This design comes from an exercise in tuning for small area, a short achievable clock period and few clock cycles per item on the open sky130 flow, not from production work. In this exercise RTL edits were held to simulation tests only and were not proved equivalent to the original.

--- flow/run.sh ---
#!/bin/bash
# synth_recipe.tcl (not shown) runs the flow's synth.tcl, then flattens the netlist and writes it again
# the make line also repeats each setting of config.mk as NAME=value (left out here)
make -C /OpenROAD-flow-scripts/flow DESIGN_CONFIG=/design/flow/config.mk WORK_HOME=/design/flow/orfs CLKGATE_MAP_FILE= SYNTH_SCRIPT=/design/flow/synth_recipe.tcl finish
--- flow/config.mk ---
export PLATFORM = sky130hd
export DESIGN_NAME = julian_day_converter
export DESIGN_NICKNAME = julian_day_converter
export VERILOG_FILES = /design/flow/design.v
export SDC_FILE = /design/flow/constraint.sdc
export NUM_CORES = 4
export LEC_CHECK = 0
export CAP_MARGIN = 20
export CORE_MARGIN = 2
export CORE_UTILIZATION = 40
export SLEW_MARGIN = 20
--- flow/constraint.sdc ---
create_clock -name core_clock -period 6.0 [get_ports {clk}]
set_input_delay 1.2000 -clock core_clock [delete_from_list [all_inputs] [get_ports {clk}]]
set_output_delay 1.2000 -clock core_clock [all_outputs]
set_load 0.01 [all_outputs]
--- flow/design.v ---
package jdc_pkg;
  localparam int YEAR_W  = 14;
  localparam int MONTH_W = 4;
  localparam int DAY_W   = 5;
  localparam int JDN_W   = 23;
  localparam int TDATA_W = 48;
  localparam logic [22:0] JDN_EPOCH = 23'd1721119;   
  localparam logic [22:0] JDN_FIRST = 23'd1721426;   
  localparam logic [22:0] JDN_LAST  = 23'd5373484;   
  localparam logic [26:0] EST_OFS = 27'd38608000;
endpackage
module jdc_ctrl (
  input  logic clk,
  input  logic rst_n,
  input  logic in_tvalid,
  input  logic out_tready,
  output logic en,
  output logic vld_out
);
  logic v1_r, v2_r;
  assign en      = ~v2_r | out_tready;
  assign vld_out = v2_r;
  always_ff @(posedge clk) begin
    if (!rst_n) begin
      v1_r <= 1'b0;
      v2_r <= 1'b0;
    end else if (en) begin
      v1_r <= in_tvalid;
      v2_r <= v1_r;
    end
  end
endmodule
module jdc_fwd (
  input  logic [13:0] year,
  input  logic [3:0]  month,
  input  logic [4:0]  day,
  output logic [13:0] y_mar,
  output logic [8:0]  tday
);
  logic       early;
  logic [8:0] tmon;
  assign early = (month <= 4'd2);
  always_comb begin
    if (year == 14'd0) y_mar = early ? 14'd0 : 14'd1;
    else               y_mar = year - {13'd0, early};
  end
  always_comb begin
    case (month)
      4'd0:  tmon = 9'd275;
      4'd1:  tmon = 9'd306;
      4'd2:  tmon = 9'd337;
      4'd3:  tmon = 9'd0;
      4'd4:  tmon = 9'd31;
      4'd5:  tmon = 9'd61;
      4'd6:  tmon = 9'd92;
      4'd7:  tmon = 9'd122;
      4'd8:  tmon = 9'd153;
      4'd9:  tmon = 9'd184;
      4'd10: tmon = 9'd214;
      4'd11: tmon = 9'd245;
      4'd12: tmon = 9'd275;
      4'd13: tmon = 9'd306;
      4'd14: tmon = 9'd337;
      default: tmon = 9'd367;
    endcase
  end
  assign tday = tmon + {4'd0, day};
endmodule
import jdc_pkg::*;
module jdc_inv_est (
  input  logic [22:0] n,
  output logic [13:0] y_est,
  output logic        err
);
  logic [26:0] p;
  assign err   = (n < JDN_FIRST) || (n > JDN_LAST);
  assign p     = ({11'd0, n[22:7]} << 12) - ({11'd0, n[22:7]} << 10)
               - ({11'd0, n[22:7]} << 8) + ({11'd0, n[22:7]} << 6)
               - ({11'd0, n[22:7]} << 3) - {11'd0, n[22:7]} - EST_OFS;
  assign y_est = p[26:13];
endmodule
module jdc_inv_dec (
  input  logic [9:0]  doy_c,     
  input  logic [13:0] y_est,
  input  logic        leap,      
  output logic [13:0] year,
  output logic [3:0]  month,
  output logic [4:0]  day
);
  logic       corr;
  logic [8:0] doy;
  logic [3:0] m;
  logic [8:0] start;
  logic       jf;
  assign corr = leap ? (doy_c >= 10'd366) : (doy_c >= 10'd365);
  assign doy  = corr ? 9'(doy_c - (leap ? 10'd366 : 10'd365)) : doy_c[8:0];
  always_comb begin
    if      (doy >= 9'd337) begin m = 4'd11; start = 9'd337; end
    else if (doy >= 9'd306) begin m = 4'd10; start = 9'd306; end
    else if (doy >= 9'd275) begin m = 4'd9;  start = 9'd275; end
    else if (doy >= 9'd245) begin m = 4'd8;  start = 9'd245; end
    else if (doy >= 9'd214) begin m = 4'd7;  start = 9'd214; end
    else if (doy >= 9'd184) begin m = 4'd6;  start = 9'd184; end
    else if (doy >= 9'd153) begin m = 4'd5;  start = 9'd153; end
    else if (doy >= 9'd122) begin m = 4'd4;  start = 9'd122; end
    else if (doy >= 9'd92)  begin m = 4'd3;  start = 9'd92;  end
    else if (doy >= 9'd61)  begin m = 4'd2;  start = 9'd61;  end
    else if (doy >= 9'd31)  begin m = 4'd1;  start = 9'd31;  end
    else                    begin m = 4'd0;  start = 9'd0;   end
  end
  assign jf    = (m >= 4'd10);
  assign month = jf ? (m - 4'd9) : (m + 4'd3);
  assign day   = 5'(doy[4:0] - start[4:0] + 5'd1);
  assign year  = y_est + {12'd0, corr & jf, corr ^ jf};
endmodule
import jdc_pkg::*;
module julian_day_converter (
  input  logic                         clk,
  input  logic                         rst_n,
  input  logic                         in_tvalid,
  output logic                         in_tready,
  input  logic [jdc_pkg::TDATA_W-1:0]  in_tdata,
  input  logic                         in_tuser,
  output logic                         out_tvalid,
  input  logic                         out_tready,
  output logic [jdc_pkg::TDATA_W-1:0]  out_tdata,
  output logic                         out_tuser
);
  logic        en;
  logic [13:0] y_mar, y_est;
  logic [8:0]  tday;
  logic        err0;
  logic [13:0] x1_r;      
  logic [9:0]  z1_r;      
  logic        op1_r, err1_r;
  logic [11:0] q;
  logic [22:0] cprod;
  logic [7:0]  cent;
  logic        r99, leap2;
  logic [22:0] g;
  logic [9:0]  g2_r;      
  logic [13:0] w2_r;      
  logic        leap2_r, op2_r, err2_r;
  logic [13:0] year_d;
  logic [3:0]  month_d;
  logic [4:0]  day_d;
  jdc_ctrl u_ctrl (
    .clk        (clk),
    .rst_n      (rst_n),
    .in_tvalid  (in_tvalid),
    .out_tready (out_tready),
    .en         (en),
    .vld_out    (out_tvalid)
  );
  jdc_fwd u_fwd (
    .year  (in_tdata[13:0]),
    .month (in_tdata[17:14]),
    .day   (in_tdata[22:18]),
    .y_mar (y_mar),
    .tday  (tday)
  );
  jdc_inv_est u_est (
    .n     (in_tdata[45:23]),
    .y_est (y_est),
    .err   (err0)
  );
  assign in_tready = en;
  always_ff @(posedge clk) begin
    if (en) begin
      x1_r   <= in_tuser ? y_est : y_mar;
      z1_r   <= in_tuser ? ~in_tdata[32:23] : {1'b0, tday};
      op1_r  <= in_tuser;
      err1_r <= in_tuser & err0;
    end
  end
  assign q     = x1_r[13:2];
  assign cprod = ({11'd0, q} << 10) + ({11'd0, q} << 8) + ({11'd0, q} << 5) - {11'd0, q};
  assign cent  = cprod[22:15];
  assign r99   = (x1_r[1:0] == 2'b11) && (cprod[14:0] >= 15'd31296);
  assign leap2 = (x1_r[1:0] == 2'b11) && (!r99 || (cent[1:0] == 2'b11));
  assign g = ({9'd0, x1_r} << 8) + ({9'd0, x1_r} << 6) + ({9'd0, x1_r} << 5)
           + ({9'd0, x1_r} << 3) + ({9'd0, x1_r} << 2) + {9'd0, x1_r}
           + {11'd0, x1_r[13:2]} - {15'd0, cent} + {17'd0, cent[7:2]}
           + {13'd0, z1_r} + JDN_EPOCH + {22'd0, op1_r};
  always_ff @(posedge clk) begin
    if (en) begin
      g2_r    <= g[9:0];
      w2_r    <= op1_r ? x1_r : {1'b0, g[22:10]};
      leap2_r <= leap2;
      op2_r   <= op1_r;
      err2_r  <= err1_r;
    end
  end
  jdc_inv_dec u_dec (
    .doy_c (~g2_r),
    .y_est (w2_r),
    .leap  (leap2_r),
    .year  (year_d),
    .month (month_d),
    .day   (day_d)
  );
  always_comb begin
    out_tdata = '0;
    out_tuser = 1'b0;
    if (!op2_r) begin
      out_tdata[22:0] = {w2_r[12:0], g2_r};
    end else if (err2_r) begin
      out_tuser = 1'b1;
    end else begin
      out_tdata[36:23] = year_d;
      out_tdata[40:37] = month_d;
      out_tdata[45:41] = day_d;
    end
  end
endmodule
==> results of run 1 <==
-- kinds of logic (layout without fill, tap and decap cells) --
family | count (synthesis) | in the layout | synth area share, %
xor gates and xnor gates | 69 | 69 | 5.013
other | 1 | 2 | 0.03111
AOI/OAI and AO/OA | 269 | 269 | 15.54
DFF | 55 | 55 | 13.54
and+or+nand+nor | 303 | 303 | 13.12
buffers and inverters | 269 | 631 | 8.491
muxes | 7 | 7 | 0.6955
adders and majority gates | 337 | 337 | 43.57
-- what timing repair did --
| item | in CTS | in global routing |
|---|---|---|
| endpoints found under the setup margin | 35 | 42 |
| pin swaps | 47 | 66 |
| resized for setup | 138 | 86 |
| cloned | 0 | 0 |
| setup buffers | 48 | 23 |
-- layer usage --
| metal | up-vias | part of all wire, % |
|---|---|---|
| met5 | - | 0 |
| li1 | 5232 | - |
| met2 | 262 | 51 |
| met4 | 0 | 2.6 |
| met3 | 56 | 3.2 |
| met1 | 5232 | 43 |
-- per-stage QoR --
stage	cells	setup TNS, ns	hold slack, ns	utilization [%]
CTS	2052	-20.05	0.4767	54.46
global route	2063	-31.23	0.4929	55.84
global placement	1997	-23.16	0.4455	51.79
finish	2063	-23.36	0.4718	55.84
floorplan	1311	-16.16	0.4003	-
detailed placement	1997	-26.60	0.4677	51.79
-- area by class of cell --
class,instances,area (µm²)
sequential,55,1632
timing repair buffer,382,3119
clock inverter,3,15.01
inverter,241,904.6
clock buffer,5,125.1
tap,390,488.0
multi-input combinational,987,10270
fill,2666,13090
-- state kept, by name (all words and copies together), names as in the netlist --
register     flops
err2_r           1
x1_r            14
op1_r            1
w2_r            14
leap2_r          1
u_ctrl.v2_r      1
g2_r            10
u_ctrl.v1_r      1
err1_r           1
op2_r            1
z1_r            10
-- cells in the final DEF, fill, tap and decap left out, types with 11 or more instances in the layout --
master and n:
sky130_fd_sc_hd__nor2b_1 22, sky130_fd_sc_hd__ha_4 19, sky130_fd_sc_hd__nand2_1 53, sky130_fd_sc_hd__ha_1 178
sky130_fd_sc_hd__nand3_1 21, sky130_fd_sc_hd__xnor2_1 38, sky130_fd_sc_hd__a21oi_2 17, sky130_fd_sc_hd__o21a_1 15
sky130_fd_sc_hd__inv_2 12, sky130_fd_sc_hd__nor2_1 69, sky130_fd_sc_hd__clkdlybuf4s50_1 78, sky130_fd_sc_hd__buf_2 16
sky130_fd_sc_hd__inv_1 229, sky130_fd_sc_hd__buf_6 19, sky130_fd_sc_hd__fa_1 123, sky130_fd_sc_hd__a21o_1 16
sky130_fd_sc_hd__and2_1 11, sky130_fd_sc_hd__edfxtp_1 53, sky130_fd_sc_hd__buf_4 264, sky130_fd_sc_hd__o21ai_0 47
sky130_fd_sc_hd__xor2_1 25, sky130_fd_sc_hd__fa_2 15, sky130_fd_sc_hd__a21oi_1 34, sky130_fd_sc_hd__nor3_1 26
-- worst paths after layout --
kind                            start  depth (start not counted)                        to  slack [ns]
max                 x1_r[5]$_DFFE_PP_                         28        w2_r[10]$_DFFE_PP_       -1.49
min          u_ctrl.v1_r$_SDFFE_PN0P_                          2  u_ctrl.v2_r$_SDFFE_PN0P_        0.47
max reg2reg         x1_r[5]$_DFFE_PP_                         28        w2_r[10]$_DFFE_PP_       -1.49
min reg2reg  u_ctrl.v1_r$_SDFFE_PN0P_                          2  u_ctrl.v2_r$_SDFFE_PN0P_        0.47
-- critical path, delay by kind of cell (launching register included) --
kind | cells | cell delay, ns
and+or+nand+nor | 1 | 0.13
AOI/OAI and AO/OA | 12 | 2.32
buffers and inverters | 4 | 0.26
adders and majority gates | 9 | 3.73
DFF | 1 | 0.46
xor gates and xnor gates | 2 | 0.36
==> results.txt, run 1 <==
- Once placement finished, the instance area stood at 15350 µm².
- Sequential elements use a little over an eighth of the synthesized area.
- The setup slack after placement is -1.703 ns.
- The standard cell core area is about 30000 µm².
- For this run, the leading register cell type out of synthesis is sky130_fd_sc_hd__edfxtp_1.
- Counting the buffers created by CTS gives 5.
- The remaining max-slew budget at the tightest pin is 39.21%.
- The setup clock skew after layout is 0.01113 ns.
- The synthesized design contains 53 enable-type register cells.
- The async set or reset register ratio after synthesis is 0%.
- For this run, global-route usage on met2 was measured as roughly two fifths.
- The final layout contains routed wiring with a total length of between 30000 and 40000 µm.
- The number of warnings reported in the yosys synthesis log is 4.
- The average size of a mapped cell is between 9 and 10 µm².
- The final cycle utilization of the critical path is 124.9%.
- The via count of the routed design is 10780.
- The required time of the worst setup path is 6.05 ns.
- The max capacitance violation total is 0.
- The number of antenna diodes in the final layout is 0.
- The final-stage net count is 2062.
- The floorplan step defined a die boundary enclosing about 32000 µm².
- Counting flops and latches in the post-synthesis netlist gives 55.
- The final setup slack of the worst path is -1.493 ns.
- The number of hold violations in the final report is 0.
- The total count of max-transition violations in the final report was 0.
- Counting distinct cell types in the post-synthesis netlist gives a little under 90.
- For this design the top-level I/O count stands at around 100.
- Setup repair after global routing could not meet its margin everywhere.
- The H-tree was split into 2 levels.
- The share of synthesized area in the top cell type comes to 22.92%.
- The HPWL after detailed placement is 28310 µm.
- After layout, the minimum clock period comes to 7.493 ns.
- The largest stage delay on the critical path is around 0.56 ns.
- The worst min-delay path category is reg2reg.
- The total setup violations reported at the end of the flow is 32.
- The later pin in the worst-skew pair is clocked with a latency of between 0.3 and 0.4 ns.
- The ratio of cells with drive above 1 in the final layout is ~28%.
- The residual antenna-violating net count after detailed routing is 0.
- TritonCTS built the clock tree.
- Timing would allow up to roughly 0.13 GHz.
- The initial antenna violation count is 0.
- The first global-routing pass estimated about 55000 µm of wire.
- Ranked by instance count, the synthesized netlist is headed by sky130_fd_sc_hd__inv_1 (241), sky130_fd_sc_hd__ha_1 (199), sky130_fd_sc_hd__fa_1 (138).
- Summing all non-filler instances in the final layout gives an area of approximately 17000 µm².
- On the critical path, the stage with the largest delay is an instance of sky130_fd_sc_hd__fa_2.
- The checks that failed were setup timing.
- Among the stages of the critical path, the cell type that occurs most often is sky130_fd_sc_hd__fa_1.
- For this run the aggregate overflow at the end of global routing stands at 0.
- The met3 track demand over resource in global routing is roughly 1.6%.
- Yosys attributes the largest share of cell area to sky130_fd_sc_hd__fa_1 (23%), sky130_fd_sc_hd__ha_1 (21%), sky130_fd_sc_hd__edfxtp_1 (13%), sky130_fd_sc_hd__inv_1 (7.5%), sky130_fd_sc_hd__xnor2_1 (3.1%).
- Clock-pin slew was measured on the worst setup and hold paths at approximately 0.07 ns.
- The transition time at the pin with the least slew margin is slightly above 0.9 ns.
- The flow ran to the end, but the layout failed its checks.
- Entering global routing, the biggest net connects 30 pins.
- The critical path is of the reg2reg type.
- For this run, the detailed router's first-pass iteration total came to 7.
- The worst setup path is captured at a register.
- The number of hold buffers added after CTS was 0.
- Once the floorplan was initialized, standard cells occupied just over 40% of the core.
- In the routed design, unresolved DRC markers number 0.
- For the worst setup path, the data arrival time is roughly 7.6 ns.
- The maximum count of clock buffers along a single path is 2.
- The die boundary width is between 150 and 200 µm.
- The most instantiated library cell after synthesis is sky130_fd_sc_hd__inv_1.
- The met1 track demand over resource in global routing is between 20% and 30%.
- The root buffer cell chosen for the clock tree is sky130_fd_sc_hd__clkbuf_16.
- The maximum net fanout on the critical path is 4.
- The initial detailed-routing violation count is 433.
- Dividing the detail-routed via count by the number of cells gives around 5.2.
- In this run the core area contains 63 standard-cell rows.
- In the final routed layout, each cell accounts on average for around 17 µm.
- The synthesized netlist cell count is ~1300.
- The congestion estimate from routability-driven global placement came to 0.9023.
- The startpoint class of the critical path is a register.
- Buffers placed on the I/O ports in this run total just under 100.
- The overall global routing resource usage is between 20% and 30%.
- Summed over all instances, the cell type with the most area after synthesis is sky130_fd_sc_hd__fa_1.
- The total standard cell area after synthesis is approximately 12000 µm².
- The number of global-route vias before repair was 11090.
- The die boundary height is 177.6 µm.
- The number of clock sinks is between 50 and 60.
- From synthesis to final layout, the design area changed by 37.29%.
- met2 is the most crowded layer.
Testbench counts, summed over its fixed seeds: cycles 8,016, items 8,000.
==> run 2, diff against run 1 <==
--- a/flow/design.v
+++ b/flow/design.v
@@ -19,5 +19,5 @@
 );
-  logic v1_r, v2_r;
-  assign en      = ~v2_r | out_tready;
-  assign vld_out = v2_r;
+  logic v1_r, v2_r, v3_r;
+  assign en      = ~v3_r | out_tready;
+  assign vld_out = v3_r;
   always_ff @(posedge clk) begin
@@ -26,2 +26,3 @@
       v2_r <= 1'b0;
+      v3_r <= 1'b0;
     end else if (en) begin
@@ -29,2 +30,3 @@
       v2_r <= v1_r;
+      v3_r <= v2_r;
     end
@@ -82,5 +84,5 @@
 module jdc_inv_dec (
-  input  logic [9:0]  doy_c,     
+  input  logic [8:0]  doy,       
+  input  logic        corr,      
   input  logic [13:0] y_est,
-  input  logic        leap,      
   output logic [13:0] year,
@@ -89,4 +91,2 @@
 );
-  logic       corr;
-  logic [8:0] doy;
   logic [3:0] m;
@@ -94,4 +94,2 @@
   logic       jf;
-  assign corr = leap ? (doy_c >= 10'd366) : (doy_c >= 10'd365);
-  assign doy  = corr ? 9'(doy_c - (leap ? 10'd366 : 10'd365)) : doy_c[8:0];
   always_comb begin
@@ -138,7 +136,15 @@
   logic [7:0]  cent;
-  logic        r99, leap2;
+  logic        r99, leap;
+  logic [22:0] p;
+  logic [9:0]  p2_r;      
+  logic [13:0] w2_r;      
+  logic [7:0]  c2_r;
+  logic        leap2_r, op2_r, err2_r;
   logic [22:0] g;
-  logic [9:0]  g2_r;      
-  logic [13:0] w2_r;      
-  logic        leap2_r, op2_r, err2_r;
+  logic [9:0]  doy_c;
+  logic        corr;
+  logic [8:0]  doy;
+  logic [13:0] w3_r;      
+  logic [9:0]  d3_r;      
+  logic        op3_r, err3_r;
   logic [13:0] year_d;
@@ -179,12 +185,12 @@
   assign r99   = (x1_r[1:0] == 2'b11) && (cprod[14:0] >= 15'd31296);
-  assign leap2 = (x1_r[1:0] == 2'b11) && (!r99 || (cent[1:0] == 2'b11));
-  assign g = ({9'd0, x1_r} << 8) + ({9'd0, x1_r} << 6) + ({9'd0, x1_r} << 5)
+  assign leap  = (x1_r[1:0] == 2'b11) && (!r99 || (cent[1:0] == 2'b11));
+  assign p = ({9'd0, x1_r} << 8) + ({9'd0, x1_r} << 6) + ({9'd0, x1_r} << 5)
            + ({9'd0, x1_r} << 3) + ({9'd0, x1_r} << 2) + {9'd0, x1_r}
-           + {11'd0, x1_r[13:2]} - {15'd0, cent} + {17'd0, cent[7:2]}
-           + {13'd0, z1_r} + JDN_EPOCH + {22'd0, op1_r};
+           + {11'd0, x1_r[13:2]} + {13'd0, z1_r} + JDN_EPOCH + {22'd0, op1_r};
   always_ff @(posedge clk) begin
     if (en) begin
-      g2_r    <= g[9:0];
-      w2_r    <= op1_r ? x1_r : {1'b0, g[22:10]};
-      leap2_r <= leap2;
+      p2_r    <= p[9:0];
+      w2_r    <= op1_r ? x1_r : {1'b0, p[22:10]};
+      c2_r    <= cent;
+      leap2_r <= leap;
       op2_r   <= op1_r;
@@ -193,6 +199,18 @@
   end
+  assign g     = {w2_r[12:0], p2_r} - {15'd0, c2_r} + {17'd0, c2_r[7:2]};
+  assign doy_c = ~g[9:0];
+  assign corr  = leap2_r ? (doy_c >= 10'd366) : (doy_c >= 10'd365);
+  assign doy   = corr ? 9'(doy_c - (leap2_r ? 10'd366 : 10'd365)) : doy_c[8:0];
+  always_ff @(posedge clk) begin
+    if (en) begin
+      w3_r   <= op2_r ? w2_r : {1'b0, g[22:10]};
+      d3_r   <= op2_r ? {corr, doy} : g[9:0];
+      op3_r  <= op2_r;
+      err3_r <= err2_r;
+    end
+  end
   jdc_inv_dec u_dec (
-    .doy_c (~g2_r),
-    .y_est (w2_r),
-    .leap  (leap2_r),
+    .doy   (d3_r[8:0]),
+    .corr  (d3_r[9]),
+    .y_est (w3_r),
     .year  (year_d),
@@ -204,5 +222,5 @@
     out_tuser = 1'b0;
-    if (!op2_r) begin
-      out_tdata[22:0] = {w2_r[12:0], g2_r};
-    end else if (err2_r) begin
+    if (!op3_r) begin
+      out_tdata[22:0] = {w3_r[12:0], d3_r};
+    end else if (err3_r) begin
       out_tuser = 1'b1;
==> results.txt, run 2 <==
- In the layout the commonest cells are sky130_fd_sc_hd__inv_1 (231), sky130_fd_sc_hd__ha_1 (212), sky130_fd_sc_hd__fa_1 (131), sky130_fd_sc_hd__clkdlybuf4s50_1 (99), sky130_fd_sc_hd__edfxtp_1 (87).
- For met1 alone, demand over resource in global routing was between 20% and 30%.
- The clock slew at the register clock pins of the worst setup and hold paths is around 0.070 ns.
- In the final routed layout, each cell accounts on average for around 15 µm.
- Yosys mapped the design onto 80 distinct sky130hd cell types.
- The required time of the worst setup path is 6.10 ns.
- For this run, design rule violations remaining after detail routing come to 0.
- During synthesis, Yosys emitted a total of 4 warnings.
- Cells with a size suffix above 1 make up about 6.5% of the layout.
- The most common cell after layout, fill and taps aside is sky130_fd_sc_hd__inv_1.
- In the synthesized netlist, mux cells make up less than 1% of the area.
- The max capacitance violation total is 0.
- Entering global routing, the biggest net connects between 50 and 60 pins.
- The number of clock sinks is 90.
- Of all cell types, the one taking the most synthesized area is sky130_fd_sc_hd__ha_1.
- The first global-routing pass estimated between 50000 and 60000 µm of wire.
- The worst-case reg-to-reg path depth is 16.
- Ranked by total cell area, the synthesized netlist is headed by sky130_fd_sc_hd__ha_1 (20%), sky130_fd_sc_hd__fa_1 (20%), sky130_fd_sc_hd__edfxtp_1 (19%), sky130_fd_sc_hd__inv_1 (6.5%), sky130_fd_sc_hd__xnor2_1 (3.8%).
- In the final layout, the registers with the most flip-flops are w2_r x14, w3_r x14, x1_r x14.
- met2 is the most crowded layer.
- Detailed routing inserted a total of around 10000 vias.
- Compared with the post-synthesis result, the final layout area differs by 16.19%.
- CTS built an H-tree with a depth of 3.
- The average size of a mapped cell is roughly 9.5 µm².
- In the synthesized netlist, the cells that appear most often are sky130_fd_sc_hd__inv_1 (232), sky130_fd_sc_hd__ha_1 (212), sky130_fd_sc_hd__fa_1 (131).
- Clock latency on the worst-skew pair, taken at its later pin, is about 0.35 ns.
- The total setup violations reported at the end of the flow is 0.
- The met3 track demand over resource in global routing is between 1.5 and 2%.
- The startpoint of the worst register-to-register path is x1_r[3]$_DFFE_PP_.
- Of all nets on the critical path, the largest fanout is 4.
- The category of the worst setup path capture point is a register.
- The die is roughly 190 µm wide.
- The startpoint identified for the worst hold timing path is err2_r$_DFFE_PP_.
- The number of global-route vias before repair is 10520.
- The initial detailed-routing violation count is about 340.
- The synthesized-area fraction occupied by xor and xnor cells is about 6.4%.
- The cell that appears most often on the critical path is sky130_fd_sc_hd__fa_1.
- The number of flops mapped to enable cells by yosys is 87.
- The capturing element of the worst setup path is x1_r[13]$_DFFE_PP_.
- The TritonCTS clock tree is yes.
- The antenna cell count is 0.
- The startpoint class of the critical path is an input port.
- In this run the vertical extent of the chip is 187.2 µm.
- The die covers 35060 µm².
- The HPWL after detailed placement is roughly 26000 µm.
- After synthesis, the largest family of logic cells by area is adder cells.
- The end of the worst register-to-register path is w2_r[9]$_DFFE_PP_.
- For the worst setup path, the data arrival time is slightly below 6 ns.
- The final estimated routing congestion in global placement is 0.8892.
- The synthesized-area fraction occupied by adder cells is around 39%.
- The final-stage net count is just under 2000.
- By instance count, the leading cell after synthesis is sky130_fd_sc_hd__inv_1.
- The floorplan has 67 rows.
- The initial antenna violation count is 0.
- Setup slack closes at ~0.25 ns.
- 104 I/O pins were placed.
- The area share of the largest cell type after synthesis is roughly a fifth.
- In this run the tightest slew margin relative to its limit is between 40% and 50%.
- Synthesis inferred 90 register bits.
- The critical path is of the in2reg type.
- After detailed placement, the design holds a cell count of 1982.
- In the synthesized netlist the dominant register cell turns out to be sky130_fd_sc_hd__edfxtp_1.
- The total area inside the core boundary comes to ~33000 µm².
- The finished layout holds about 2000 standard cells, fillers aside.
- Using the TritonRoute via totals, the vias-per-cell ratio works out to about 5.1.
- Input and output buffers added on the ports amount to 99.
- For met2 alone, demand over resource in global routing was around 33%.
- The global-route congestion overflow total is 0.
- In this run the deepest clock path goes through 2 buffers.
- The residual antenna-violating net count after detailed routing is 0.
- On the final layout, the worst clock skew is ~0.0093 ns.
- The total count of max-transition violations in the final report is 0.
- The initial core utilization is 40.35%.
- The first-pass iteration count of the detailed router is 5.
- The critical path goes through clkdlybuf4s50_1 > fa_1 > inv_1 > fa_1 > inv_1 > fa_1 > fa_1 > ha_1 > a21o_1 > a21oi_1 > o21ai_0 > nand3_1 > a21oi_2 > o31ai_1 > nor2_1 > or3_1.
- The largest stage delay on the critical path is approximately 0.6 ns.
- The CTS root buffer is sky130_fd_sc_hd__clkbuf_16.
- The core utilization of the finished layout is around 47%.
- The path class of the tightest hold or removal check is reg2reg.
- The sequential-to-total area share from yosys stat is 19.90%.
- The largest individual stage delay along the critical path comes from the cell sky130_fd_sc_hd__fa_1.
- Setup repair after global routing left no endpoint under its margin.
- Dividing the final minimum period by the clock period gives between 90 and 100%.
- Derived from the worst setup path, the maximum achievable clock frequency is about 0.17 GHz.
- The async set or reset register ratio after synthesis is 0%.
- For this block, the routed nets add up to around 30000 µm of wire.
- For this run, the total global-route usage over all layers was measured as 17.68%.
- Prior to clock tree synthesis, the placed netlist has a worst setup slack of -0.1511 ns.
- The startpoint of the most critical setup path is in_tdata[32].
- The worst hold path stage count is 0.
- The run finished with no timing, DRC or antenna violations.
- Hold timing on the final database bottoms out at a slack of roughly 0.44 ns.
- The synthesized netlist cell count is around 1400.
- The number of buffers inserted during clock tree synthesis is 9.
- The number of hold violations in the final report is 0.
- The compound-cell area share of the yosys netlist is between 15 and 20%.
- The transition time at the pin with the least slew margin is between 0.8 and 0.9 ns.
- For flop-to-flop paths, the worst setup slack is roughly 0.58 ns.
- The total standard cell area after synthesis is 13430 µm².
- The setup TNS after final layout is 0 ns.
- The smallest clock period supported by the final layout is computed as ~5.8 ns.
- Of the total synthesized cell area, the portion taken by AND, OR, NAND and NOR gates is ~11%.
-- run 2: cell count changes after synthesis, moves of 11 or more --
cell	before	now
sky130_fd_sc_hd__ha_1	199	212
sky130_fd_sc_hd__o21ai_0	57	81
sky130_fd_sc_hd__xnor2_1	43	58
sky130_fd_sc_hd__nand2_1	56	68
sky130_fd_sc_hd__edfxtp_1	53	87
sky130_fd_sc_hd__xor2_1	26	40
sky130_fd_sc_hd__a21oi_1	53	69
sky130_fd_sc_hd__nor3_1	30	19
-- run 2: how the worst min path moves through the flow --
stage                        to
2_1_floorplan  err2_r$_DFFE_PP_
3_3_place_gp   err3_r$_DFFE_PP_
3_5_place_dp   err3_r$_DFFE_PP_
4_1_cts        err3_r$_DFFE_PP_
5_1_grt        err3_r$_DFFE_PP_
6_report       err3_r$_DFFE_PP_
-- run 2: layout make-up --
class | count | area (µm²)
well taps | 448 | 560.5
flip-flops and latches | 90 | 2673
fillers | 3148 | 17680
inverters | 232 | 872.1
clock buffers | 10 | 229.0
multi-input cells | 1066 | 9786
repair buffers | 156 | 1419
clock inverters | 6 | 66.31
-- run 2: cells by family after synthesis --
family	Yosys count
adders and majority gates	343
xor gates and xnor gates	98
DFF	90
AOI/OAI and AO/OA	312
and+or+nand+nor	306
other	1
muxes	5
buffers and inverters	258
-- run 2: what timing repair did --
item,CTS,global route
buffers inserted,0,10
endpoints found under the setup margin,0,10
resized for setup,0,4
hold buffers,0,0
-- run 2: layer usage --
layer / wire [µm] / vias up
li1: - / 5164
met1: 12900 / 4868
met2: 15620 / 181
met3: 1107 / 37
met4: 615 / 0
met5: 0 / -
-- run 2: per-stage QoR --
stage / area [µm²]
CTS: 15520
global route: 15610
finish: 15610
global placement: 15230
floorplan: 13430
detailed placement: 15230
-- run 2: worst max-delay path: cells and delay by family --
kind            cells  cell delay (ns)
buf+inv             3             0.67
fa+ha+maj           5             2.37
simple gates        3             0.60
compound gates      5             1.00
Testbench counts of run 2, summed over its fixed seeds: cycles 8,024, items 8,000.
==> run 3, diff against run 2 <==
--- a/flow/design.v
+++ b/flow/design.v
@@ -9,3 +9,3 @@
   localparam logic [22:0] JDN_LAST  = 23'd5373484;   
-  localparam logic [26:0] EST_OFS = 27'd38608000;
+  localparam logic [18:0] EST_OFS = 19'd37704;
 endpackage
@@ -76,8 +76,7 @@
 );
-  logic [26:0] p;
+  logic [18:0] p;
   assign err   = (n < JDN_FIRST) || (n > JDN_LAST);
-  assign p     = ({11'd0, n[22:7]} << 12) - ({11'd0, n[22:7]} << 10)
-               - ({11'd0, n[22:7]} << 8) + ({11'd0, n[22:7]} << 6)
-               - ({11'd0, n[22:7]} << 3) - {11'd0, n[22:7]} - EST_OFS;
-  assign y_est = p[26:13];
+  assign p     = 19'(n[22:6]) + 19'(n[22:8]) + 19'(n[22:9]) + 19'(n[22:11])
+               - 19'(n[22:14]) - 19'(n[22:17]) - EST_OFS;
+  assign y_est = p[16:3];
 endmodule
@@ -134,3 +133,3 @@
   logic [11:0] q;
-  logic [22:0] cprod;
+  logic [15:0] cprod;
   logic [7:0]  cent;
@@ -182,5 +181,5 @@
   assign q     = x1_r[13:2];
-  assign cprod = ({11'd0, q} << 10) + ({11'd0, q} << 8) + ({11'd0, q} << 5) - {11'd0, q};
-  assign cent  = cprod[22:15];
-  assign r99   = (x1_r[1:0] == 2'b11) && (cprod[14:0] >= 15'd31296);
+  assign cprod = ({1'b0, q, 3'd0}) + ({3'd0, q, 1'b0}) + {6'd0, q[11:2]} - {11'd0, q[11:7]};
+  assign cent  = cprod[15:8];
+  assign r99   = (x1_r[1:0] == 2'b11) && (cprod[7:0] >= 8'd246);
   assign leap  = (x1_r[1:0] == 2'b11) && (!r99 || (cent[1:0] == 2'b11));
--- a/flow/config.mk
+++ b/flow/config.mk
@@ -10,2 +10,3 @@
 export CORE_UTILIZATION = 40
+export SETUP_SLACK_MARGIN = 1.0
 export SLEW_MARGIN = 20
==> results.txt, run 3 <==
- The congestion estimate from routability-driven global placement came to 0.8917.
- Counting instances, the worst hold path has a depth of 0.
- In the final timing run, aggregate negative setup slack is 0 ns.
- The most instantiated library cell after synthesis is sky130_fd_sc_hd__inv_1.
- The via count of the routed design is between 9000 and 10000.
- STA classifies the critical path startpoint as an input port.
- Data on the critical path arrives at its endpoint at 5.45 ns.
- The most common cell after layout, fill and taps aside is sky130_fd_sc_hd__inv_1.
- Before antenna repair, the detailed router went through 5 iterations.
- The required time of the worst setup path is 6.10 ns.
- After global routing the overflow that remains totals 0.
- The floorplan step defined a core boundary enclosing between 30000 and 40000 µm².
- Relative to the synthesized area, the layout overhead comes to 24.29%.
- After detailed routing, the wire length on met1 is approximately 13000 µm.
- After clock tree synthesis, the clock-pin slew on the worst setup and hold paths is roughly 0.07 ns.
- Yosys mapped a number of flops with a built-in enable equal to between 80 and 90.
- For this configuration, the core starts out at a cell density of 40.37%.
- The count of unique library cells instantiated by Yosys is 78.
- Dividing the detail-routed wire length by the instance count gives approximately 15 µm.
- In this run the remaining antenna-violating nets after routing total 0.
- The area share of the largest cell type after synthesis is between 20% and 30%.
- After detailed placement, the design holds a cell count of around 1900.
- The CTS root buffer is sky130_fd_sc_hd__clkbuf_16.
- The wire length of the first global-routing pass is between 40000 and 50000 µm.
- The number of clock sinks is 90.
- The number of hold violations in the final report was 0.
- Based on the critical path, the design can be clocked at up to around 0.19 GHz.
- The max capacitance violation total is 0.
- Measured along the x axis, the die boundary spans roughly 180 µm.
- Sorting the synthesized cells by how often they occur yields sky130_fd_sc_hd__inv_1 (217), sky130_fd_sc_hd__ha_1 (173), sky130_fd_sc_hd__fa_1 (127).
- From bottom edge to top edge, the die measures about 180 µm.
- Across every metal layer, demand over resource in global routing totals around 18%.
- The latest clock arrival within the worst-skew pair is around 0.35 ns.
- The most used flip-flop cell after synthesis is sky130_fd_sc_hd__edfxtp_1.
- The mapped netlist covers between 10000 and 15000 µm².
- The repair_antennas step left the layout with diodes totalling 0.
- Entering global routing, the biggest net connects approximately 60 pins.
- The initialized floorplan defines 65 standard-cell rows.
- Cells with a size suffix above 1 make up 16.75% of the layout.
- The largest registers in the layout are w2_r x14, w3_r x14, x1_r x14.
- Cells fill about half of the core in the end.
- The TritonCTS clock tree is yes.
- Of the available clock period, the critical path in the final layout requires about nine tenths.
- The floorplan step defined a die boundary enclosing 33040 µm².
- The number of warnings reported in the yosys synthesis log is 4.
- The share of the Yosys chip area taken by registers is 21.14%.
- The count of buffers added on input and output ports is 99.
- The synthesized netlist cell count is 1337.
- The number of global-route vias before repair is 10050.
- In the layout the commonest cells are sky130_fd_sc_hd__inv_1 (203), sky130_fd_sc_hd__ha_1 (153), sky130_fd_sc_hd__fa_1 (114), sky130_fd_sc_hd__buf_4 (95), sky130_fd_sc_hd__edfxtp_1 (87).
- The async set or reset register ratio after synthesis is 0%.
- The worst-case hold slack is 0.4221 ns.
- For this run, design rule violations remaining after detail routing come to 0.
- The number of buffers inserted during clock tree synthesis is 9.
- The worst min-delay path category is reg2reg.
- The uppermost signal routing layer after detailed routing is met4.
- The run finished with no timing, DRC or antenna violations.
- The setup slack after placement is -0.1733 ns.
- After layout, the minimum clock period comes to approximately 5.3 ns.
- The average size of a mapped cell is around 9.5 µm².
- The remaining max-slew budget at the tightest pin is between 30% and 40%.
- For this design the top-level I/O count stands at ~100.
- The transition time at the pin with the least slew margin is 0.9009 ns.
- The final-stage net count is about 1900.
- The setup path with the least slack is of type in2reg.
- The final setup slack of the worst path is approximately 0.65 ns.
- In this run the deepest clock path goes through 2 buffers.
- Clock skew on the completed layout was measured at between 0.01 and 0.015 ns.
- The initial antenna violation count was 0.
- Of all nets on the critical path, the largest fanout is 3.
- STA classifies the critical path endpoint as a register.
- The final layout contains routed wiring with a total length of 29380 µm.
- Of all cell types, the one taking the most synthesized area is sky130_fd_sc_hd__edfxtp_1.
- The final cell count without fillers is slightly below 2000.
- Detailed placement ended at an HPWL of approximately 24000 µm.
- Setup repair after global routing could not meet its margin everywhere.
- Detailed routing placed a total of roughly 890 µm of wire on met3.
- Setup violations remaining at the end of the flow were counted as 0.
- In the post-synthesis netlist, the biggest area contributors are sky130_fd_sc_hd__edfxtp_1 (21%), sky130_fd_sc_hd__fa_1 (20%), sky130_fd_sc_hd__ha_1 (17%), sky130_fd_sc_hd__inv_1 (6.4%), sky130_fd_sc_hd__xnor2_1 (3.5%).
- The total count of max-transition violations in the final report came to 0.
- The count of state elements after synthesis is 90.
- Counting the fill cells in the layout gives just under 3000.
- For this block, the initial DRC count from the detailed router was between 300 and 400.
- The H-tree depth is 3.
- In the routed layout, each cell is associated on average with a via count of approximately 5.2.
- After detailed routing, the met2 layer carries between 15000 and 20000 µm of wire.
- Counting cells, the worst reg-to-reg path comes to 17.
[run 3: changes by cell type in the layout (fill, tap and decap cells not counted), moves of 15 or more]
cell	before	now
sky130_fd_sc_hd__buf_4	57	95
sky130_fd_sc_hd__buf_6	0	15
sky130_fd_sc_hd__clkdlybuf4s50_1	99	66
sky130_fd_sc_hd__fa_1	131	114
sky130_fd_sc_hd__ha_1	212	153
sky130_fd_sc_hd__ha_4	0	17
sky130_fd_sc_hd__inv_1	231	203
[run 3: kinds of logic (layout without fill, tap and decap cells)]
logic type	Yosys count	count (layout)	share of synthesized area, %
xor+xnor	92	92	6.375
other cells	1	2	0.02967
flops	90	90	21.14
fa+ha+maj	300	300	37.24
compound gates	285	285	14.40
simple gates	316	316	12.82
mux	6	6	0.5840
buf+inv	247	443	7.404
[run 3: metal layers]
layer | vias up | GRT usage [%]
met1 | 4830 | 22.60
met4 | 0 | 4.878
met2 | 160 | 33.66
li1 | 4961 | -
met5 | - | 0
met3 | 36 | 2.026
[run 3: final timing paths]
kind,from,to,slack [ns]
hold / removal,err2_r$_DFFE_PP_,err3_r$_DFFE_PP_,0.42
setup / recovery,in_tdata[35],x1_r[11]$_DFFE_PP_,0.65
hold reg to reg,err2_r$_DFFE_PP_,err3_r$_DFFE_PP_,0.42
setup reg to reg,x1_r[6]$_DFFE_PP_,w2_r[12]$_DFFE_PP_,1.11
[run 3: cell type report]
class / count / area (µm²) / area share (%)
clock buffers: 12 / 236.5 / 1.505
clock inverters: 4 / 76.32 / 0.4858
flip-flops and latches: 90 / 2673 / 17.01
inverters: 217 / 827.0 / 5.264
repair buffers: 210 / 1819 / 11.58
multi-input cells: 1001 / 9575 / 60.95
well taps: 402 / 503.0 / 3.202
[run 3: worst max-delay path, cell delays in order]
cell                       delay [ns]
sky130_fd_sc_hd__buf_8           0.10
sky130_fd_sc_hd__fa_1            0.50
sky130_fd_sc_hd__fa_1            0.53
sky130_fd_sc_hd__fa_1            0.44
sky130_fd_sc_hd__fa_1            0.55
sky130_fd_sc_hd__fa_2            0.39
sky130_fd_sc_hd__a21o_1          0.20
sky130_fd_sc_hd__a21oi_2         0.16
sky130_fd_sc_hd__o21ai_2         0.09
sky130_fd_sc_hd__a211o_1         0.28
sky130_fd_sc_hd__nor4bb_4        0.16
sky130_fd_sc_hd__o31a_1          0.29
sky130_fd_sc_hd__or3_1           0.31
sky130_fd_sc_hd__a32o_1          0.25
[run 3: metrics by stage]
stage | instance area [µm²]
after floorplan | 12700
after global placement | 14420
after detailed placement | 14420
after CTS | 15300
after global routing | 15710
final | 15710
[run 3: timing repair]
action	CTS	global route
setup endpoints to repair	39	33
gates resized for setup	143	84
cloned	0	0
endpoints found under the hold margin	0	0
pin swaps	41	57
buffers inserted	46	19
hold buffers	0	0
Testbench counts of run 3, summed over its fixed seeds: cycles 8,024, items 8,000.
==> run 4, diff against run 3 <==
--- a/flow/config.mk
+++ b/flow/config.mk
@@ -7,2 +7,3 @@
 export LEC_CHECK = 0
+export ABC_AREA = 1
 export CAP_MARGIN = 20
@@ -10,3 +11,2 @@
 export CORE_UTILIZATION = 40
-export SETUP_SLACK_MARGIN = 1.0
 export SLEW_MARGIN = 20
==> results.txt, run 4 <==
- Buffers inserted to repair hold after CTS numbered 0.
- The final cell area excluding filler cells is between 15000 and 20000 µm².
- The worst setup path is of the reg2out kind.
- Once the floorplan was initialized, standard cells occupied 40.35% of the core.
- The mapped netlist covers between 10000 and 15000 µm².
- For the worst setup path, the data arrival time is approximately 4.4 ns.
- The number of global-route vias before repair is around 11000.
- Max-cap violations in this run came to 0.
- The ratio of cells with drive above 1 in the final layout is 5.430%.
- The final cycle utilization of the critical path is between 90% and 100%.
- TritonCTS created 9 clock buffers.
- The filler cells instantiated in the layout total 3245.
- The H-tree generated during clock tree synthesis spans 3 levels.
- The total count of max-transition violations in the final report was 0.
- The routed wirelength normalized by instance count is around 14 µm.
- The die boundary height is between 150 and 200 µm.
- Setup repair after global routing left no endpoint under its margin.
- The largest net degree at the start of global routing is between 50 and 60.
- At the end of the flow, the number of nets in the layout was around 2100.
- In this run the tool buffered the top-level ports with around 100 buffer cells.
- The setup clock skew after layout is 0.01731 ns.
- For this run, design rule violations remaining after detail routing come to 0.
- The layout overhead on the synthesized area is 15.15%.
- The number of flops mapped to enable cells by yosys is 87.
- The number of buffer and inverter stages on the critical path is 4.
- The number of top-level pins is approximately 100.
- The count of nets left with antenna violations once routing finished came out at 0.
- The sequential-to-total area share from yosys stat is 20.46%.
- The run finished with no timing, DRC or antenna violations.
- The post-synthesis cell type with the largest combined area is sky130_fd_sc_hd__edfxtp_1.
- The flip-flop and latch area is 2673 µm².
- For this run, the leading register cell type out of synthesis is sky130_fd_sc_hd__edfxtp_1.
- TritonCTS built the clock tree.
- The async set or reset register ratio after synthesis is 0%.
- Synthesis inferred 90 register bits.
- Summed over all layers, the routed wires come to approximately 30000 µm.
- The die boundary width is 184.7 µm.
- The HPWL after detailed placement is 25660 µm.
- STA classifies the critical path startpoint as a register.
- The die footprint is 34120 µm².
- The category of the worst setup path capture point is a primary output.
- In this run the tightest slew margin relative to its limit is around 52%.
- The worst hold path stage count is 0.
- The floorplan has 66 rows.
- The maximum net fanout on the critical path is 6.
- Counting stages on the worst path, the most repeated cell is sky130_fd_sc_hd__nand2_1.
- The number of vias per cell is 4.923.
- After global routing the overflow that remains totals 0.
- sky130_fd_sc_hd__inv_1 is the most common cell in the netlist.
- Counting every sink on the clock net gives 90.
- The count of unique library cells instantiated by Yosys is 49.
- The wire length of the first global-routing pass is about 52000 µm.
- The kind of cell with the highest combined delay along the critical path is simple AND/OR/NAND/NOR gates.
- The maximum count of clock buffers along a single path is 2.
- At the placement stage, the worst setup path has a slack of roughly 0.27 ns.
- In the global route stage, overall resource usage came out at between 10% and 20%.
- The shortest period the worst path allows is approximately 5.6 ns.
- The placed instance area is about 15000 µm².
- After synthesis, the cell types taking the most area are sky130_fd_sc_hd__edfxtp_1 (20%), sky130_fd_sc_hd__fa_1 (19%), sky130_fd_sc_hd__ha_1 (17%), sky130_fd_sc_hd__inv_1 (9.2%), sky130_fd_sc_hd__nand2_1 (7.6%).
- The largest stage delay on the critical path is ~0.54 ns.
- After the first detailed-routing iteration, the DRC count stood at 500.
- The library cell used most frequently in the layout, excluding fill and tap cells, is sky130_fd_sc_hd__inv_1.
- The number of hold violations in the final report is 0.
- The required time of the worst setup path is 4.80 ns.
- The largest registers in the layout are w2_r x14, w3_r x14, x1_r x14.
- The synthesized netlist cell count is 1616.
- The clock slew at the register clock pins of the worst setup and hold paths is 0.07 ns.
- The worst-case reg-to-reg path depth is 19.
- The area share of the largest cell type after synthesis is ~20%.
- By count the netlist is led by sky130_fd_sc_hd__inv_1 (319), sky130_fd_sc_hd__nand2_1 (266), sky130_fd_sc_hd__ha_1 (173).
- The via count of the routed design is between 10000 and 15000.
- The initial antenna violation count is 1.
- The CTS root buffer is sky130_fd_sc_hd__clkbuf_16.
- The latest clock arrival within the worst-skew pair is 0.36 ns.
- In the final layout, the multi-input gates occupy 9184 µm².
- The path class of the tightest hold or removal check is reg2reg.
- In the layout the commonest cells are sky130_fd_sc_hd__inv_1 (318), sky130_fd_sc_hd__nand2_1 (262), sky130_fd_sc_hd__ha_1 (173), sky130_fd_sc_hd__nor2_1 (132), sky130_fd_sc_hd__fa_1 (127).
- The maximum clock rate is approximately 0.18 GHz.
- The antenna cell count is 0.
- The average size of a mapped cell is approximately 8.1 µm².
- The total setup violations reported at the end of the flow is 0.
- The congestion estimate from routability-driven global placement came to ~0.9.
- The core region is 32370 µm².
- Setup slack closes at about 0.41 ns.
- The library cell contributing the largest single delay on the critical path is sky130_fd_sc_hd__clkdlybuf4s50_1.
- The first-pass iteration count of the detailed router is 5.
- The number of warnings reported in the yosys synthesis log is 4.
- At the pin with the least slew margin, the transition time is 0.7224 ns.
- Counting buffers and inverters, the worst setup path is 29 cells deep.
-- run 4: per-stage QoR --
stage          instances  utilization [%]    TNS, ns  hold WS (ns)
5_1_grt             2173            46.47          0        0.4496
3_5_place_dp        2152            45.17          0        0.4211
3_3_place_gp        2152            45.17          0        0.4072
4_1_cts             2169            46.09  -0.007861        0.4387
6_report            2173            46.47          0        0.4382
2_1_floorplan       1617                -          0        0.4003
-- run 4: layout make-up --
cell class	count	share of cell area, %
sequential	90	17.77
timing repair buffer	117	7.553
clock buffer	9	1.497
clock inverter	7	0.3993
tap	442	3.677
inverter	322	8.052
multi-input combinational	1186	61.05
-- run 4: logic make-up (layout without fill, tap and decap cells) --
kind of cell,after synthesis,count (layout),share of synthesized area (%)
simple gates,553,553,18.26
buf+inv,341,455,9.923
fa+ha+maj,300,300,36.03
compound gates,284,284,11.94
flops,90,90,20.46
xor+xnor,47,47,3.353
other cells,1,2,0.02871
-- run 4: final timing paths --
kind	from	end	slack, ns
setup / recovery	d3_r[4]$_DFFE_PP_	out_tdata[31]	0.41
hold / removal	err2_r$_DFFE_PP_	err3_r$_DFFE_PP_	0.44
setup reg to reg	x1_r[5]$_DFFE_PP_	w2_r[7]$_DFFE_PP_	0.84
hold reg to reg	err2_r$_DFFE_PP_	err3_r$_DFFE_PP_	0.44
-- run 4: metal layers --
metal  global-route usage [%]  share of wire (%)
met5                        0              0.043
met4                    5.460                2.0
met3                    1.759                2.9
met2                    34.72                 51
met1                    23.63                 44
-- run 4: timing repair --
item,CTS,global route
pin swaps,0,1
resized for setup,1,26
setup endpoints to repair,3,6
setup buffers,1,4
==> run 5, diff against run 4 <==
--- a/flow/config.mk
+++ b/flow/config.mk
@@ -7,3 +7,2 @@
 export LEC_CHECK = 0
-export ABC_AREA = 1
 export CAP_MARGIN = 20
==> results.txt, run 5 <==
- The final setup slack of the worst path is between 0.2 and 0.25 ns.
- After synthesis, the share of cell area in mux cells is less than 1%.
- The critical path goes through clkdlybuf4s50_1 > inv_1 > fa_1 > fa_1 > fa_1 > fa_1 > fa_2 > a21o_1 > a21oi_2 > o21ai_1 > a211o_1 > nor4bb_1 > o31a_1 > or3_1 > a32o_1.
- The tree is rooted in a sky130_fd_sc_hd__clkbuf_16.
- The number of top-level pins is 104.
- The detailed router placed about 9600 vias in this run.
- The commonest cells after synthesis are sky130_fd_sc_hd__inv_1 (217), sky130_fd_sc_hd__ha_1 (173), sky130_fd_sc_hd__fa_1 (127).
- The largest registers in the layout are w2_r x14, w3_r x14, x1_r x14.
- The final cycle utilization of the critical path is a little under 100%.
- The number of hold-repair buffers added at the cts stage is 0.
- The setup slack after placement is -0.3317 ns.
- In the synthesized netlist, the number of instances is 1337.
- After floorplanning, the core was sized to cover 31310 µm².
- Sequential elements use a little over a fifth of the synthesized area.
- The number of placed cells counting well taps is about 1900.
- Along the worst path, the maximum fanout reaches 2.
- The worst min-delay path category is reg2reg.
- In the synthesized netlist the async set-or-reset flop fraction comes to 0%.
- The clock slew at the register clock pins of the worst setup and hold paths is approximately 0.070 ns.
- The initial antenna violation count came to 0.
- The synthesized-area fraction occupied by adder cells is between 30% and 40%.
- The share of synthesized cell area in and, or, nand and nor gates is about an eighth.
- The number of remaining DRC errors is 0.
- The largest net degree at the start of global routing is 63.
- At the end of routability-driven placement, the weighted congestion stood at between 0.8 and 0.9.
- Detailed placement finished with a half-perimeter wire length of between 20000 and 25000 µm.
- At the pin with the least slew margin, the transition time is ~0.88 ns.
- The largest total area in the synthesized netlist belongs to sky130_fd_sc_hd__edfxtp_1.
- The most common cell after layout, fill and taps aside is sky130_fd_sc_hd__inv_1.
- Leaving out fill and tap cells, the most frequent cells in the layout are sky130_fd_sc_hd__inv_1 (216), sky130_fd_sc_hd__ha_1 (173), sky130_fd_sc_hd__fa_1 (126), sky130_fd_sc_hd__clkdlybuf4s50_1 (95), sky130_fd_sc_hd__edfxtp_1 (87).
- The detailed-route wire length is around 28000 µm.
- The critical path arrival is 5.90 ns.
- The flow ran to the end and the layout has no timing, DRC or antenna violations.
- After Yosys synthesis, XOR and XNOR cells account for 6.375% of the synthesized area.
- The number of warnings reported in the yosys synthesis log is 4.
- The area growth from synthesis to layout is 16.65%.
- The slowest stage of the critical path belongs to the cell sky130_fd_sc_hd__fa_1.
- The total count of max-transition violations in the final report came to 0.
- The most numerous cell type found on the critical path is sky130_fd_sc_hd__fa_1.
- The number of hold violations in the final report is 0.
- The maximum count of clock buffers along a single path is 2.
- The final-stage net count is ~1800.
- After detailed routing, the number of vias per cell comes to between 5 and 6.
- The count of buffers added on input and output ports is 99.
- The required time of the worst setup path is slightly above 6 ns.
- The average size of a mapped cell is approximately 9.5 µm².
- The count of unique library cells instantiated by Yosys is 78.
- The wire length of the first global-routing pass is about 47000 µm.
- The number of global-route vias before repair is 9891.
- The top cell family by delay on the critical path is adder cells.
- TritonCTS built the clock tree.
- The initial detailed-routing violation count is ~380.
- The die covers 33040 µm².
- The class of the most critical setup path is in2reg.
- The antenna cell count is 0.
- The worst path needs just under 6 ns of the cycle, external delays included.
- The later pin in the worst-skew pair is clocked with a latency of 0.35 ns.
- The number of buffers and inverters on the critical path is 2.
- Max-cap violations in this run came to 0.
- Counting flops and latches in the post-synthesis netlist gives 90.
- Setup violations remaining at the end of the flow were counted as 0.
- After detailed routing, the average wire length per cell comes to about 15 µm.
- The most instantiated library cell after synthesis is sky130_fd_sc_hd__inv_1.
- The final cell count without fillers is around 1900.
- Derived from the worst setup path, the maximum achievable clock frequency is 0.1726 GHz.
- Summing every instance area after synthesis gives 12640 µm².
- The compound-cell area share of the yosys netlist is roughly 14%.
- The setup clock skew after layout is around 0.0099 ns.
- The register-to-register setup slack is 0.55 ns.
- Sorting the synthesized cells by area gives the leading types as sky130_fd_sc_hd__edfxtp_1 (21%), sky130_fd_sc_hd__fa_1 (20%), sky130_fd_sc_hd__ha_1 (17%), sky130_fd_sc_hd__inv_1 (6.4%), sky130_fd_sc_hd__xnor2_1 (3.5%).
- The most used flip-flop cell after synthesis is sky130_fd_sc_hd__edfxtp_1.
- The floorplan step set the die width to approximately 180 µm.
- The ratio of cells with drive above 1 in the final layout is around 6.5%.
- Headroom to the max-slew limit came out at between 40% and 50%.
- After synthesis, the largest family of logic cells by area is adder cells.
- The global-route congestion overflow total is 0.
- The number of buffers inserted during clock tree synthesis is 9.
- The H-tree was split into 3 levels.
- The initial core utilization is between 40% and 50%.
- After synthesis, the largest area contributor takes up between 20 and 25% of total cell area.
- Fill cells in the final layout number between 2000 and 3000.
- The category of the worst setup path capture point is a register.
- On the worst path, the slowest cell contributes a delay of 0.55 ns.
- Measured along the y axis, the die boundary spans between 150 and 200 µm.
- Once detail routing completed, the nets flagged for antenna violations numbered 0.
- In this run, synthesis inferred 87 flip-flops with an integrated enable.
- The floorplan row count is 65.
- The first-pass iteration count of the detailed router is 5.
- The worst setup path is launched from an input port.
- The flip-flop and latch area is between 2000 and 3000 µm².
- The overall global routing resource usage is between 10% and 20%.
- In the final layout, the multi-input gates occupy between 9000 and 10000 µm².
- The tree built by TritonCTS fans out to 90 sinks.
[run 5: per-stage QoR]
stage                     utilization [%]  hold slack [ns]  setup TNS, ns  instance area, µm²
after detailed placement            45.85           0.4124        -0.8461               14360
after global placement              45.85           0.4051        -0.7386               14360
final                               47.09           0.4320              0               14740
after floorplan                         -           0.4003              0               12640
after CTS                           46.77           0.4293              0               14640
after global routing                47.09           0.4530       -0.01502               14740
[run 5: worst register-to-register path: cells and delay by family (launching register included)]
family	cells	cell delay (ns)
DFF	1	0.58
adders and majority gates	6	2.42
buffers and inverters	2	0.30
xor gates and xnor gates	1	0.16
AOI/OAI and AO/OA	7	1.70
[run 5: layer usage]
metal | track usage (%) | share of wire (%) | up-vias
met5 | 0 | 0 | -
met2 | 33.43 | 52 | 155
met4 | 4.130 | 1.6 | 0
met3 | 1.504 | 2.7 | 28
met1 | 21.43 | 44 | 4581
li1 | - | - | 4844
[run 5: area by class of cell]
class	count	area share (%)
sequential	90	18.13
inverter	217	5.533
clock buffer	11	1.578
tap	402	3.411
multi-input combinational	1001	61.39
clock inverter	5	0.3734
timing repair buffer	154	9.589
[run 5: logic make-up (layout without fill, tap and decap cells)]
group	Yosys count	in the layout
AND/OR/NAND/NOR	316	316
XOR/XNOR	92	92
adder cells (fa/ha/maj)	300	300
multiplexers	6	6
buffers and inverters	247	387
AO/OA/AOI/OAI	285	285
other	1	2
flip-flops	90	90
[run 5: timing repair]
action                     4_1_cts  5_1_grt
setup buffers                    0       10
setup endpoints to repair        0       10
resized for setup                0       10
[run 5: final timing paths]
check	from	end	depth (start not counted)
min	err1_r$_DFFE_PP_	err2_r$_DFFE_PP_	0
max reg2reg	x1_r[3]$_DFFE_PP_	w2_r[5]$_DFFE_PP_	16
max	in_tdata[39]	x1_r[11]$_DFFE_PP_	15
min reg2reg	err1_r$_DFFE_PP_	err2_r$_DFFE_PP_	0
==> run 6, diff against run 5 <==
==> flow/flow/run.sh (new file) <==
#!/bin/bash
# Standard layout, with the port buffers made of buf_1 instead of the flow's
# default pick, which is a slow delay cell. Every port still gets a buffer.
set -e
cp standard.sh standard_sh.txt
export BUFFER_PORTS_ARGS="-buffer_cell sky130_fd_sc_hd__buf_1"
bash standard.sh > standard.log 2>&1
==> flow/standard.sh (new file) <==
#!/bin/bash
# synth_recipe.tcl (not shown) runs the flow's synth.tcl, then flattens the netlist and writes it again
# the make line also repeats each setting of config.mk as NAME=value (left out here)
make -C /OpenROAD-flow-scripts/flow DESIGN_CONFIG=/design/flow/config.mk WORK_HOME=/design/flow/orfs CLKGATE_MAP_FILE= SYNTH_SCRIPT=/design/flow/synth_recipe.tcl "${@:-finish}"
--- a/flow/config.mk
+++ b/flow/config.mk
@@ -9,3 +9,3 @@
 export CORE_MARGIN = 2
-export CORE_UTILIZATION = 40
+export CORE_UTILIZATION = 60
 export SLEW_MARGIN = 20
removed: flow/run.sh
==> results.txt, run 6 <==
- The flow ran to the end and the layout has no timing, DRC or antenna violations.
- The clock slew at the register clock pins of the worst setup and hold paths is 0.08 ns.
- In the final layout, the registers with the most flip-flops are w2_r x14, w3_r x14, x1_r x14.
- The top cell family by delay on the critical path is adder cells.
- At the end of routability-driven placement, the weighted congestion stood at ~0.88.
- After layout, the worst path uses 93.04% of the clock period.
- Setup total negative slack on the finished layout was measured at 0 ns.
- From bottom edge to top edge, the die measures about 150 µm.
- Compared with the post-synthesis result, the final layout area differs by 8.771%.
- In this run, placement finished with an instance count of around 1700.
- The final cell area excluding filler cells is ~14000 µm².
- The number of flops mapped to enable cells by yosys is 87.
- After filler insertion, the fill cell instance count of the layout stands at 1791.
- The via count of the routed design is 9546.
- The number of remaining DRC errors is 0.
- In the global route stage, met3 resource usage came out at just under 4%.
- The initial antenna violation count is 2.
- The overall global routing resource usage is 25.68%.
- Along the worst path, the maximum fanout reaches 5.
- Counting along the longest clock path gives a buffer depth of 2.
- The library cell used most frequently in the layout, excluding fill and tap cells, is sky130_fd_sc_hd__inv_1.
- The number of global-route vias before repair is ~9400.
- The first detailed-routing pass ran for 5 iterations.
- Buffers placed on the I/O ports in this run total between 90 and 100.
- The first global-routing pass estimated roughly 45000 µm of wire.
- After global routing, the most crowded layer is met2.
- The ratio of cells with drive above 1 in the final layout is approximately 4.5%.
- The top cell types in the final layout, fill and taps aside, are sky130_fd_sc_hd__inv_1 (216), sky130_fd_sc_hd__ha_1 (173), sky130_fd_sc_hd__fa_1 (127), sky130_fd_sc_hd__buf_1 (99), sky130_fd_sc_hd__edfxtp_1 (87).
- The final-stage net count is approximately 1800.
- The placed instance area is about 13000 µm².
- The residual antenna-violating net count after detailed routing is 0.
- The total count of max-transition violations in the final report was 0.
- The synthesized netlist occupies a cell area of about 13000 µm².
- The number of warnings reported in the yosys synthesis log is 4.
- In the synthesized netlist the async set-or-reset flop fraction comes to 0%.
- After synthesis the netlist holds a flip-flop and latch count of 90.
- The global-route met2 utilization is between 40 and 50%.
- The max capacitance violation total is 0.
- At the pin with the least slew margin, the transition time is 0.8388 ns.
- In the post-synthesis netlist, the biggest area contributors are sky130_fd_sc_hd__edfxtp_1 (21%), sky130_fd_sc_hd__fa_1 (20%), sky130_fd_sc_hd__ha_1 (17%), sky130_fd_sc_hd__inv_1 (6.4%), sky130_fd_sc_hd__xnor2_1 (3.5%).
- Clock skew on the completed layout was measured at about 0.0089 ns.
- After synthesis, the share of cell area in mux cells is less than 1%.
- The final setup slack of the worst path is about 0.42 ns.
- The shortest period the worst path allows is roughly 5.6 ns.
- The quantity of gates resized following cts is 0.
- In this run the tightest slew margin relative to its limit is around 44%.
- Summing the areas of all and, or, nand and nor instances in the mapped netlist gives between 10% and 20% of the synthesized area.
- Counting instances in the post-synthesis netlist gives the leading cell types as sky130_fd_sc_hd__inv_1 (217), sky130_fd_sc_hd__ha_1 (173), sky130_fd_sc_hd__fa_1 (127).
- The HPWL after detailed placement is between 20000 and 25000 µm.
- The synthesized netlist cell count is 1337.
- Hold repair after CTS inserted 0 buffers.
- The number of antenna diodes in the final layout is 0.
- The floorplan step defined a die boundary enclosing about 22000 µm².
- At the worst endpoint, the arrival time is around 5.7 ns.
- After Yosys synthesis, XOR and XNOR cells account for between 6 and 7% of the synthesized area.
- Buffers added to address setup during post-CTS repair amount to 0.
- For this run, the top clock speed supported by timing is roughly 0.18 GHz.
- The number of clock sinks is 90.
- The sequential-to-total area share from yosys stat is about a fifth.
- The count of unique library cells instantiated by Yosys is 78.
- The critical path is of the in2reg type.
- The main combinational cell family by area after synthesis is adder cells.
- The detailed router finished its first iteration with 383 violations.
- CTS built an H-tree with a depth of 3.
- The routed design has ~27000 µm of wire.
-- run 6: cells by family (layout without fill, tap and decap cells) --
family	count (synthesis)	count (layout)
simple gates	316	316
mux	6	6
other cells	1	2
compound gates	285	285
buf+inv	247	357
xor+xnor	92	92
fa+ha+maj	300	300
flops	90	90
-- run 6: final timing paths --
| kind | end | slack, ns | startpoint | depth (start not counted) |
|---|---|---|---|---|
| max | x1_r[11]$_DFFE_PP_ | 0.42 | in_tdata[35] | 14 |
| min | err2_r$_DFFE_PP_ | 0.43 | err1_r$_DFFE_PP_ | 0 |
| max reg2reg | w2_r[12]$_DFFE_PP_ | 0.57 | x1_r[4]$_DFFE_PP_ | 15 |
| min reg2reg | err2_r$_DFFE_PP_ | 0.43 | err1_r$_DFFE_PP_ | 0 |
-- run 6: routing by layer --
layer | wire length, µm | vias to the layer above
met5 | 22 | -
met3 | 1135 | 25
met2 | 13020 | 201
met1 | 12250 | 4532
li1 | - | 4784
met4 | 323 | 4
-- run 6: layout make-up --
class / count / area, µm² / share of cell area (%)
clock inverter: 7 / 96.34 / 0.7008
inverter: 217 / 815.8 / 5.934
timing repair buffer: 124 / 559.3 / 4.068
multi-input combinational: 1001 / 9035 / 65.72
sequential: 90 / 2673 / 19.44
tap: 275 / 344.1 / 2.503
clock buffer: 9 / 225.2 / 1.638
-- run 6: worst reg2reg max path: stages, from the launching register on --
cell and delay [ns]:
sky130_fd_sc_hd__edfxtp_1 0.58, sky130_fd_sc_hd__fa_1 0.66, sky130_fd_sc_hd__inv_1 0.08, sky130_fd_sc_hd__fa_1 0.46, sky130_fd_sc_hd__fa_1 0.54, sky130_fd_sc_hd__inv_1 0.06
sky130_fd_sc_hd__fa_1 0.49, sky130_fd_sc_hd__ha_1 0.27, sky130_fd_sc_hd__or3_1 0.40, sky130_fd_sc_hd__a2111oi_2 0.40, sky130_fd_sc_hd__nor4b_1 0.13, sky130_fd_sc_hd__a221oi_1 0.36
sky130_fd_sc_hd__a21oi_1 0.17, sky130_fd_sc_hd__a221oi_2 0.27, sky130_fd_sc_hd__xnor2_1 0.15, sky130_fd_sc_hd__o21ai_1 0.11
-- run 6: metrics by stage --
stage               utilization [%]
global placement              64.48
CTS                           66.03
global route                  66.03
floorplan                         -
detailed placement            64.48
finish                        66.03

==> afterwards: timing with drivers on the ports <==
In the flow no input, the clock included, has a driving cell. The finished layouts below were timed again as built, in two steps. Step 1 (the two cells are an assumption about what drives the block):
set clk [get_ports {clk}]
set_driving_cell -lib_cell sky130_fd_sc_hd__clkbuf_16 $clk
set_driving_cell -lib_cell sky130_fd_sc_hd__buf_2 [delete_from_list [all_inputs] $clk]
Step 2 times the ports against the registers' clock, not the clock port: input delays grow and output delays shrink by t, the midpoint of the rising clock arrivals with the driver on. Slacks: ideal ports / drivers / drivers and shift; pairs: ideal ports / drivers.
run	t, ns	setup WS [ns]	worst setup path after step 2	worst slew at a driven data input, ns	cell pins on the clock port's net
run 1	0.346	-1.493 / -1.493 / -1.493	register to register	0.04	1
run 2	0.395	0.248 / 0.254 / -0.124	input to register	0.04	1
run 3	0.391	0.651 / 0.654 / 0.263	input to register	0.05	1
run 4	0.403	0.407 / 0.358 / 0.252	input to register	0.04	1
run 5	0.395	0.206 / 0.228 / -0.167	input to register	0.03	1
run 6	0.399	0.418 / 0.439 / 0.040	input to register	0.04	1
Met with ideal ports but missed after step 2: setup timing in run 2 and run 5. The setup slack of run 3, which loses most, moves by +0.003 ns with the drivers and by -0.388 ns with both steps.
